Background: an optimization exercise with open tools, aiming at small area. Do not read the settings as production practice. Function was checked by simulation only, so behaviour that the tests miss may differ from the original. Power and IR drop assume default switching activity.

==> run a <==
==> flow/design.v <==
package regfile_pkg;
    localparam int DEF_DATA_W = 32;
    localparam int DEF_ADDR_W = 5;
    localparam int DEPTH      = 2 ** DEF_ADDR_W;
    typedef logic [DEF_DATA_W-1:0] word_t;
    localparam bit ZERO_REG_EN = 1'b0;
endpackage
module regfile_read_port #(
    parameter int DATA_W = regfile_pkg::DEF_DATA_W,
    parameter int ADDR_W = regfile_pkg::DEF_ADDR_W
) (
    input  logic [(2**ADDR_W)*DATA_W-1:0] regs,
    input  logic [ADDR_W-1:0]             addr,
    output logic [DATA_W-1:0]             data
);
    always_comb begin
        data = regs[addr*DATA_W +: DATA_W];
        if (regfile_pkg::ZERO_REG_EN && (addr == '0)) begin
            data = '0;
        end
    end
endmodule
module register_file #(
    parameter int DATA_W = regfile_pkg::DEF_DATA_W,
    parameter int ADDR_W = regfile_pkg::DEF_ADDR_W
) (
    input  logic              CLK,
    input  logic              RST_N,
    input  logic              LD,
    input  logic [ADDR_W-1:0] SA,
    input  logic [ADDR_W-1:0] SB,
    input  logic [ADDR_W-1:0] DR,
    input  logic [DATA_W-1:0] D_IN,
    output logic [DATA_W-1:0] DATA_A,
    output logic [DATA_W-1:0] DATA_B
);
    localparam int NREG = 2 ** ADDR_W;
    logic [NREG*DATA_W-1:0] regs;
    genvar gi;
    generate
        for (gi = 0; gi < NREG; gi++) begin : g_reg
            if (regfile_pkg::ZERO_REG_EN && (gi == 0)) begin : g_zero
                assign regs[gi*DATA_W +: DATA_W] = '0;
            end else begin : g_store
                logic [DATA_W-1:0] word_reg;
                logic              we;
                assign we = LD && (DR == ADDR_W'(gi));
                always_ff @(posedge CLK or negedge RST_N) begin
                    if (!RST_N) begin
                        word_reg <= '0;
                    end else if (we) begin
                        word_reg <= D_IN;
                    end
                end
                assign regs[gi*DATA_W +: DATA_W] = word_reg;
            end
        end
    endgenerate
    regfile_read_port #(
        .DATA_W(DATA_W),
        .ADDR_W(ADDR_W)
    ) u_port_a (
        .regs(regs),
        .addr(SA),
        .data(DATA_A)
    );
    regfile_read_port #(
        .DATA_W(DATA_W),
        .ADDR_W(ADDR_W)
    ) u_port_b (
        .regs(regs),
        .addr(SB),
        .data(DATA_B)
    );
endmodule
==> flow/run.sh <==
#!/bin/bash
# synth_recipe.tcl (not shown) runs the flow's synth.tcl, then flattens the netlist and writes it again
# the make line also repeats each setting of config.mk as NAME=value (left out here)
make -C /OpenROAD-flow-scripts/flow DESIGN_CONFIG=/design/flow/config.mk WORK_HOME=/design/flow/orfs CLKGATE_MAP_FILE= SYNTH_SCRIPT=/design/flow/synth_recipe.tcl finish
==> flow/config.mk <==
export PLATFORM = sky130hd
export DESIGN_NAME = register_file
export DESIGN_NICKNAME = register_file
export VERILOG_FILES = /design/flow/design.v
export SDC_FILE = /design/flow/constraint.sdc
export NUM_CORES = 4
export LEC_CHECK = 0
export CAP_MARGIN = 20
export CORE_MARGIN = 2
export CORE_UTILIZATION = 30
export SLEW_MARGIN = 20
==> flow/constraint.sdc <==
create_clock -name core_clock -period 6.0 [get_ports {CLK}]
set_input_delay 1.2000 -clock core_clock [delete_from_list [all_inputs] [get_ports {CLK}]]
set_output_delay 1.2000 -clock core_clock [all_outputs]
set_load 0.01 [all_outputs]
==> run b (differences from run a) <==
==> flow/design.v, changed modules only <==
module regfile_read_port #(
    parameter int DATA_W = regfile_pkg::DEF_DATA_W,
    parameter int NREG   = regfile_pkg::DEPTH
) (
    input  logic [NREG*DATA_W-1:0] regs,
    input  logic [NREG-1:0]        sel,
    output logic [DATA_W-1:0]      data
);
    genvar gb, gg;
    generate
        for (gb = 0; gb < DATA_W; gb++) begin : g_bit
            logic [10:0] grp_n;
            logic [2:0]  part;
            for (gg = 0; gg < 10; gg++) begin : g_grp
                rf_aoi222 u_aoi (
                    .a1(sel[3*gg]),     .a2(regs[(3*gg)*DATA_W + gb]),
                    .b1(sel[3*gg + 1]), .b2(regs[(3*gg + 1)*DATA_W + gb]),
                    .c1(sel[3*gg + 2]), .c2(regs[(3*gg + 2)*DATA_W + gb]),
                    .y (grp_n[gg])
                );
            end
            rf_aoi22 u_aoi_last (
                .a1(sel[30]), .a2(regs[30*DATA_W + gb]),
                .b1(sel[31]), .b2(regs[31*DATA_W + gb]),
                .y (grp_n[10])
            );
            rf_nand4 u_nand_0 (.a(grp_n[0]), .b(grp_n[1]), .c(grp_n[2]),  .d(grp_n[3]), .y(part[0]));
            rf_nand4 u_nand_1 (.a(grp_n[4]), .b(grp_n[5]), .c(grp_n[6]),  .d(grp_n[7]), .y(part[1]));
            rf_nand3 u_nand_2 (.a(grp_n[8]), .b(grp_n[9]), .c(grp_n[10]), .y(part[2]));
            rf_or3   u_or     (.a(part[0]),  .b(part[1]),  .c(part[2]),   .y(data[gb]));
        end
    endgenerate
endmodule
module rf_aoi222 (
    input  logic a1, a2, b1, b2, c1, c2,
    output logic y
);
    assign y = !((a1 && a2) || (b1 && b2) || (c1 && c2));
endmodule
module rf_aoi22 (
    input  logic a1, a2, b1, b2,
    output logic y
);
    assign y = !((a1 && a2) || (b1 && b2));
endmodule
module rf_nand4 (
    input  logic a, b, c, d,
    output logic y
);
    assign y = !(a && b && c && d);
endmodule
module rf_nand3 (
    input  logic a, b, c,
    output logic y
);
    assign y = !(a && b && c);
endmodule
module rf_or3 (
    input  logic a, b, c,
    output logic y
);
    assign y = a || b || c;
endmodule
module register_file #(
    parameter int DATA_W = regfile_pkg::DEF_DATA_W,
    parameter int ADDR_W = regfile_pkg::DEF_ADDR_W
) (
    input  logic              CLK,
    input  logic              RST_N,
    input  logic              LD,
    input  logic [ADDR_W-1:0] SA,
    input  logic [ADDR_W-1:0] SB,
    input  logic [ADDR_W-1:0] DR,
    input  logic [DATA_W-1:0] D_IN,
    output logic [DATA_W-1:0] DATA_A,
    output logic [DATA_W-1:0] DATA_B
);
    localparam int NREG = 2 ** ADDR_W;
    logic [NREG*DATA_W-1:0] regs;
    logic [NREG-1:0]        we;
    logic [NREG-1:0]        hold;
    logic [NREG-1:0]        valid;
    logic [NREG-1:0]        sel_a;
    logic [NREG-1:0]        sel_b;
    always_comb begin
        for (int i = 0; i < NREG; i++) begin
            we[i]    = LD && (DR == ADDR_W'(i));
            hold[i]  = !we[i];
            sel_a[i] = valid[i] && (SA == ADDR_W'(i));
            sel_b[i] = valid[i] && (SB == ADDR_W'(i));
        end
    end
    always_ff @(posedge CLK or negedge RST_N) begin
        if (!RST_N) begin
            valid <= '0;
        end else begin
            valid <= valid | we;
        end
    end
    genvar gi, gb;
    generate
        for (gi = 0; gi < NREG; gi++) begin : g_reg
            for (gb = 0; gb < DATA_W; gb++) begin : g_bit
                rf_bit u_bit (
                    .CLK (CLK),
                    .we  (we[gi]),
                    .hold(hold[gi]),
                    .d   (D_IN[gb]),
                    .q   (regs[gi*DATA_W + gb])
                );
            end
        end
    endgenerate
    regfile_read_port #(
        .DATA_W(DATA_W),
        .NREG  (NREG)
    ) u_port_a (
        .regs(regs),
        .sel (sel_a),
        .data(DATA_A)
    );
    regfile_read_port #(
        .DATA_W(DATA_W),
        .NREG  (NREG)
    ) u_port_b (
        .regs(regs),
        .sel (sel_b),
        .data(DATA_B)
    );
endmodule
module rf_bit (
    input  logic CLK,
    input  logic we,
    input  logic hold,
    input  logic d,
    output logic q
);
    always_ff @(posedge CLK) begin
        q <= (d && we) || (q && hold);
    end
endmodule
- CORE_UTILIZATION: 30 -> 50
- SYNTH_HIERARCHICAL: unset -> 1
==> comparison <==
- Run b reached the layout checks and failed them: setup timing. Run a passed the timing, design-rule and antenna checks.
- Against run a, the final area of run b is lower by about 22%.
- Of run a and run b, run a has the higher die area (gap about 130%, measured against run b).
- Against run a, the worst hold slack of run b is lower by 5.7 ps.
- Sequential power: run b is larger than run a (3.8%).
- In run b the non-clock buffer count is higher than in run a, by 29.
- Sequential share of layout area: run b is higher than run a (2.9 points).
- In clock skew, run a and run b do not differ.
- Total power: run a is larger than run b (about 4%).
- In run b the critical path depth is lower than in run a, by 1.
- Against run a, the wire length of run b is larger by 7.1%.
- Of run b and run a, run b has the higher via count (gap 7.0%, measured against run a).
==> figures <==
| item | run b | run a |
|---|---|---|
| Synth top area share | 0.508 | 0.460 |
| Buf/Inv on CP | 3 | 4 |
| Std cell rows | 104 | 158 |
| Cell depth of the worst setup path | 8 | 9 |
| Synthesis warning total | 8 | 2 |
| Worst setup endpoint | DATA_A[14] | DATA_B[0] |
| Number of sequential cells in the layout | 1,056 | 1,024 |
| Met1 Wirelength | 70,900 µm | 81,400 µm |
| Clock power share | 0.377 | 0.325 |
| Largest cell class by area | sequential cells | multi-input combinational cells |
| GPL Wtd Cong | 0.944 | 0.827 |
| Minimum setup slack after placement | 257 ps | 586 ps |
| HPWL reported at the end of detailed placement | 113,000 µm | 112,000 µm |
| Die H | 288 µm | 435 µm |
| Register area | 0.0213 mm² | 0.0256 mm² |
| Global-route wire length before repair | 283,000 µm | 277,000 µm |
| TritonCTS buffer count | 111 | 104 |
| Proportion of power drawn by flip-flops and latches | 0.501 | 0.465 |
| Mux share of post-synthesis cell area | 0 | 0.393 |
| Outcome | finished with violations | finished clean |
| Layout check failures | setup timing | - |
| Top achievable clock speed | 0.166 GHz | 0.183 GHz |
| Register-to-register path setup slack | 5310 ps | 5190 ps |
| Total Die Area | 0.0831 mm² | 0.189 mm² |

[static timing again, ports no longer ideal]
Ports are ideal in the flow. The routed layouts listed here were re-timed in OpenROAD. Step 1, drivers: a clkbuf_16 drives CLK and a buf_2 each remaining input, both assumed. Step 2, shift: input delay + t, output delay - t, t = (earliest + latest rising clock arrival at the registers) / 2. This alone moves slack from input paths to output paths. a / b / c = ideal / step 1 / step 2; a / b = the first two.
| run | t (ns) | setup slack, ns | clock arrival spread, ns | worst register clock-pin slew, ns |
|---|---|---|---|---|
| run a | 0.796 | 0.549 / 0.499 / 0.499 | 0.029 / 0.029 | 0.07 / 0.07 |
| run b | 0.758 | -0.027 / -0.064 / -0.064 | 0.025 / 0.026 | 0.07 / 0.07 |
The setup slack of run a, which loses most, moves by -0.050 ns with the drivers and by -0.050 ns with both steps.
